Background: an optimization exercise with open tools, aiming at small area, a short achievable clock period and few clock cycles per item. Do not read the settings as production practice. In this exercise RTL edits were held to simulation tests only and were not proved equivalent to the original.

==> flow/design.v (outline; a module is shown in full before it is edited, if it fits) <==
// module crpe_weights: 3032 lines
// module crpe_coef: 1578 lines
// module crpe_blend: 4343 lines
// module catmull_rom_point_evaluator_unit: 149 lines
module catmull_rom_point_evaluator_unit (
  input  logic                          clk,
  input  logic                          rst_n,
  input  logic                          in_valid,
  output logic                          in_ready,
  input  logic [crpe_pkg::T_FRAC_BITS-1:0] in_t_frac,
  output logic                          out_valid,
  input  logic                          out_ready,
  output logic [crpe_pkg::COORD_WIDTH-1:0] curve_x,
  output logic [crpe_pkg::COORD_WIDTH-1:0] curve_y,
  input  logic                          psel,
  input  logic                          penable,
  input  logic                          pwrite,
  input  logic [crpe_pkg::CFG_AW-1:0]   paddr,
  input  logic [crpe_pkg::CFG_DW-1:0]   pwdata,
  output logic [crpe_pkg::CFG_DW-1:0]   prdata,
  output logic                          pready
);
  // ...
==> flow/run.sh <==
#!/bin/bash
# synth_recipe.tcl (not shown) runs the flow's synth.tcl, then flattens the netlist and writes it again
# the make line also repeats each setting of config.mk as NAME=value (left out here)
make -C /OpenROAD-flow-scripts/flow DESIGN_CONFIG=/design/flow/config.mk WORK_HOME=/design/flow/orfs CLKGATE_MAP_FILE= SYNTH_SCRIPT=/design/flow/synth_recipe.tcl finish
==> flow/config.mk <==
export PLATFORM = sky130hd
export DESIGN_NAME = catmull_rom_point_evaluator_unit
export DESIGN_NICKNAME = catmull_rom_point_evaluator_unit
export VERILOG_FILES = /design/flow/design.v
export SDC_FILE = /design/flow/constraint.sdc
export NUM_CORES = 4
export LEC_CHECK = 0
export ABC_AREA = 1
export CAP_MARGIN = 20
export CORE_MARGIN = 2
export CORE_UTILIZATION = 40
export SETUP_SLACK_MARGIN = 5
export SLEW_MARGIN = 20
==> flow/constraint.sdc <==
create_clock -name core_clock -period 10.0 [get_ports {clk}]
set_input_delay 2.0000 -clock core_clock [delete_from_list [all_inputs] [get_ports {clk}]]
set_output_delay 2.0000 -clock core_clock [all_outputs]
set_load 0.01 [all_outputs]
==> qor.txt, run 1 <==
Synthesized-area fraction occupied by ao, oa, aoi and oai cells: 10.50%
Skew-Pair Late Insertion Delay: 750 ps
Top post-synthesis cells by count: sky130_fd_sc_hd__inv_1 (1580), sky130_fd_sc_hd__fa_1 (1162), sky130_fd_sc_hd__xor2_1 (1083)
Endpoint of the most critical setup path: u_blend_x.coord[11]$_DFFE_PP_
Number of CTS-inserted buffers: 78
Number of cells produced by synthesis: 8222
Max-cap violations: 0
Result of the run: no timing/DRC/antenna violations
Antenna-violating nets left: 0
Master of the slowest instance on the critical path: sky130_fd_sc_hd__fa_1
Via count normalized by instance count: 5.680
Maximum buffer depth of the clock tree: 3
Number of buffer and inverter instances along the worst setup path: 2
Finished Cell Area: 0.09031 mm2
Leading area contributor after synthesis: sky130_fd_sc_hd__fa_1
Cell Count, Final, Fillers Out: 11038
Wirelength, routed: 279000 um
Max H-tree Level: 3
Normalized max-slew margin: 26.61%
Diode insertion count for antenna repair: 6
Signal buffers share of area: 5.021%
Count of buffers inserted at the top-level ports: 91
Max FFs per register: 128
Growth of design area from synthesis to finish: 13.55%
Testbench counts, summed over its fixed seeds: cycles 9,536, items 8,192.
==> run 2: changes to the inputs <==
==> flow/flow/run.sh (new file) <==
#!/bin/bash
# The standard layout (standard.sh, all steps), with Yosys's synth command
# given -noabc: the generic ABC pass before full-adder extraction is skipped,
# so that the explicit adder trees of the RTL reach extract_fa as written.
# The registers are those of the standard synthesis. Each tool's output goes
# to the ORFS logs under orfs/logs; make's output goes to standard_flow.log.
set -euo pipefail
bash standard.sh SYNTH_ARGS=-noabc finish > standard_flow.log 2>&1
==> flow/standard.sh (new file) <==
#!/bin/bash
# synth_recipe.tcl (not shown) runs the flow's synth.tcl, then flattens the netlist and writes it again
# the make line also repeats each setting of config.mk as NAME=value (left out here)
make -C /OpenROAD-flow-scripts/flow DESIGN_CONFIG=/design/flow/config.mk WORK_HOME=/design/flow/orfs CLKGATE_MAP_FILE= SYNTH_SCRIPT=/design/flow/synth_recipe.tcl "${@:-finish}"
removed: flow/run.sh
==> run 2 against run 1 <==
  * Maximum frequency rose by 0.75%
  * Cell count decreased by 8.8%
  * Global-route usage about the same
  * Highest routed layer is now met4
  * Still clean on timing, DRC and antenna
  * Die area is 3.3% lower
  * Synthesized cell count decreased by 9.1%
  * Hold slack lost 13 ps
==> qor.txt, run 2 <==
Number of violations reported at the end of detailed-routing iteration 0: 7041
Pin count of the biggest net entering global routing: 155
Async SR Flop Fraction: 0%
Number of cells traversed by the worst hold path: 2
Combined area of the multi-input logic cells: 0.05296 mm2
Maximum buffer depth of the clock tree: 3 (unchanged)
Max-cap violations: 0 (unchanged)
CTS root buffer: sky130_fd_sc_hd__clkbuf_16
Fraction of final layout cells with drive strength greater than 1: 10.40%
Reg clk slew, reported paths: 80 ps
Placement Setup Slack: 3722 ps
Layout Utilization: 45.10%
Max FFs per register: 128 (unchanged)
Count of vias placed by the detailed router: 59258
Cell with the most instances after synthesis: sky130_fd_sc_hd__fa_1
Number of failing setup endpoints in the final timing report: 0
Initial DRT Pass Iterations: 7
Most common library cell in the layout ignoring fill and taps: sky130_fd_sc_hd__fa_1
Min Hold Slack: 458.4 ps
Routability congestion estimate: 1.012
Type of the worst min-delay path: register to register
TritonCTS clock tree: yes
Critical Path Source Type: register
Final global-route overflow total: 0
Number of cells produced by synthesis: 7471 (-9.1%)
Routed WL per cell: 26.65 um
Growth of design area from synthesis to finish: 11.81%
Number of warning messages in the yosys log: 4
Leading registers by flop count: pt_r: 128 flops, u_blend_x.s3: 102 flops, u_blend_y.s3: 100 flops
Count of buffers inserted at the top-level ports: 91 (unchanged)
Max-slew violation count: 0
Number of synthesized flops with an enable pin: 614
Unrepaired setup endpoints after global routing: true
Via count of the first global-routing pass: 60847
Ports: 127
Setup clock skew after layout: 75.28 ps
Result of the run: no timing/DRC/antenna violations
Required time at the worst-slack endpoint: 10470 ps
Via count normalized by instance count: 5.885 (+3.6%)
Top post-synthesis cells by count: sky130_fd_sc_hd__fa_1 (1167), sky130_fd_sc_hd__xor2_1 (1126), sky130_fd_sc_hd__o22ai_1 (955)
Filler Cells Inserted: 17757
Primary FF master, synth: sky130_fd_sc_hd__edfxtp_1
Wire length of the first global-routing pass: 393400 um
Area of the placeable core: 0.1906 mm2
Post-route setup slack: 5013 ps
Die Span Y: 442.4 um
Number of CTS-inserted buffers: 77 (-1.3%)
Signal arrival time at the worst endpoint: 5450 ps
Initial antenna violation count: 1
Max Clock Freq: 200.5 MHz
Synthesis-stage register bit count: 659
Total Die Area: 0.1957 mm2
Initial core utilization: 40.33%
Max H-tree Level: 3 (unchanged)
Skew-Pair Late Insertion Delay: 750 ps (about the same)
Highest-count cells in the layout ignoring fill and taps: sky130_fd_sc_hd__fa_1 (1154), sky130_fd_sc_hd__xor2_1 (1122), sky130_fd_sc_hd__o22ai_1 (950)
Flip-flop and latch area: 0.01934 mm2
Final worst path period need: 4987 ps
Clock tree sinks: 659
Worst reg2reg path startpoint: u_weights.tt1[8]$_DFFE_PP_
Endpoint of the most critical setup path: u_weights.e1_2[15]$_DFFE_PP_
Number of nets in the layout: 9093
Kind of critical path: register to register
Number of hold-repair buffers added at the cts stage: 0
Share of the synthesized area in the top cell type: 30.39%
Width of the die: 442.4 um
Leading area contributor after synthesis: sky130_fd_sc_hd__fa_1
Top reg by flops: pt_r
GRT Resource Usage Total: 26.86%
Worst setup EP type: register
Largest fanout on the critical path: 8
Worst flop-to-flop path endpoint: u_weights.e1_2[15]$_DFFE_PP_
Core Rows: 160
Crit path launch: u_weights.tt1[8]$_DFFE_PP_
Post-DP HPWL: 190600 um
Avg Inst Size Synth: 10.29 um2
Remaining routing DRC violations: 0
Setup tns final: 0 ps
Fraction of the yosys area taken by sequential cells: 25.16%
Wirelength, routed: 268300 um (-3.8%)
Largest cells by area after synthesis: sky130_fd_sc_hd__fa_1 (30%), sky130_fd_sc_hd__edfxtp_1 (24%), sky130_fd_sc_hd__xor2_1 (13%)
Final hold violations: 0
Final period utilization: 49.87%
Antenna-violating nets left: 0 (unchanged)
Synth cell types: 55
Normalized max-slew margin: 19.26% (-7.4 points)
Tightest Pin Transition: 1210 ps
Area of the mapped netlist: 0.07687 mm2
Depth of the most critical reg-to-reg path: 16
-- run 2: cell types whose count changed after synthesis, sizes merged, moves of 6 or more --
cell / delta
a21oi: +20
a31oi: -8
buf: -6
clkbuf: +20
ha: +6
inv: -699
mux2: +16
mux2i: -6
nand2: -57
nand3: -16
nand4: +14
nor2: -44
xnor2: -18
xor2: +43
-- run 2: routing by layer --
| layer | track usage (%) | vias up | part of all wire, % | wire (um) |
|---|---|---|---|---|
| li1 | - | 24792 | - | - |
| met1 | 33.93 | 29578 | 37 | 100300 |
| met2 | 40.80 | 3932 | 44 | 118300 |
| met3 | 7.295 | 956 | 11 | 28620 |
| met4 | 16.94 | 0 | 7.9 | 21090 |
| met5 | 0 | - | 0 | 0 |
-- run 2: logic make-up (layout without fill, tap and decap cells) --
group	Yosys count	after routing	share of synthesized area, %
multiplexers	19	19	0.2735
AO/OA/AOI/OAI	1368	1368	10.87
adder cells (fa/ha/maj)	1540	1540	36.46
flip-flops	659	659	25.16
other	2	19	0.009770
XOR/XNOR	1153	1153	13.14
AND/OR/NAND/NOR	1274	1277	6.825
buffers and inverters	1456	1523	7.256
-- run 2: cell type report --
cell class | count | share of cell area [%]
Antenna cell | 2 | 0.005823
Clock buffer | 97 | 2.422
Clock inverter | 45 | 0.7890
Inverter | 949 | 4.398
Multi-Input combinational cell | 5374 | 61.62
Sequential cell | 659 | 22.51
Tap cell | 2511 | 3.655
Timing Repair Buffer | 431 | 4.596
Timing Repair inverter | 1 | 0.01019
-- run 2: metrics by stage --
step | instance area, um2 | cells
after floorplan | 77050 | 7486
after detailed placement | 80020 | 9705
after global routing | 85940 | 10067
final | 85950 | 10069
after global placement | 80020 | 9705
after CTS | 84460 | 9981
-- run 2: worst max-delay path: stages (launching register included) --
cell and delay, ps:
sky130_fd_sc_hd__edfxtp_1 480, sky130_fd_sc_hd__clkinvlp_4 240, sky130_fd_sc_hd__buf_4 210, sky130_fd_sc_hd__o22ai_1 160, sky130_fd_sc_hd__xor2_1 230, sky130_fd_sc_hd__fa_1 490
sky130_fd_sc_hd__fa_1 460, sky130_fd_sc_hd__fa_1 430, sky130_fd_sc_hd__fa_1 520, sky130_fd_sc_hd__ha_1 410, sky130_fd_sc_hd__nand2_2 120, sky130_fd_sc_hd__inv_1 80
sky130_fd_sc_hd__a221oi_4 290, sky130_fd_sc_hd__nand2_4 130, sky130_fd_sc_hd__a211oi_2 230, sky130_fd_sc_hd__nand2_1 90, sky130_fd_sc_hd__xor2_1 140
-- run 2: worst min-delay path by stage --
stage / end / slack (ps) / startpoint
after detailed placement: vld_r[4]$_SDFFE_PN0P_ / 450 / vld_r[3]$_SDFFE_PN0P_
after CTS: vld_r[4]$_SDFFE_PN0P_ / 460 / vld_r[3]$_SDFFE_PN0P_
after floorplan: vld_r[4]$_SDFFE_PN0P_ / 430 / vld_r[3]$_SDFFE_PN0P_
final: vld_r[4]$_SDFFE_PN0P_ / 460 / vld_r[3]$_SDFFE_PN0P_
after global routing: vld_r[4]$_SDFFE_PN0P_ / 480 / vld_r[3]$_SDFFE_PN0P_
after global placement: vld_r[4]$_SDFFE_PN0P_ / 450 / vld_r[3]$_SDFFE_PN0P_
-- run 2: repair_timing --
action | 4_1_cts | 5_1_grt
pin swaps | 22 | 73
setup endpoints to repair | 210 | 105
setup buffers | 130 | 84
gates cloned | 4 | 2
resized for setup | 133 | 187

## port drivers added, routing unchanged
The flow's constraints put no driver on any port. The routed layouts listed below were extracted and timed again, unchanged, in two steps.
Step 1: set_driving_cell puts a clkbuf_16 on clk and a buf_2 on each other input, an assumption about the parent block.
Step 2 adds t to the input delays and takes it off the output delays; t is the mean of the earliest and latest rising clock arrival at the registers after step 1. Input paths then give back, and output paths get back, about the clock's delay inside the block.
Slacks: ideal / step 1 / step 2; pairs: ideal / step 1.
| run | t (ns) | slack for setup (ns) | worst setup path after step 2 | slew at the worst register clock pin (ns) |
|---|---|---|---|---|
| run 1 | 0.816 | 4.976 / 4.976 / 4.976 | register to register | 0.07 / 0.07 |
| run 2 | 0.796 | 5.013 / 5.013 / 5.010 | input to register | 0.08 / 0.08 |
After both steps setup and hold are still met in every run listed. The setup slack of run 2, which loses most, moves by 0.000 ns with the drivers and by -0.003 ns with both steps.
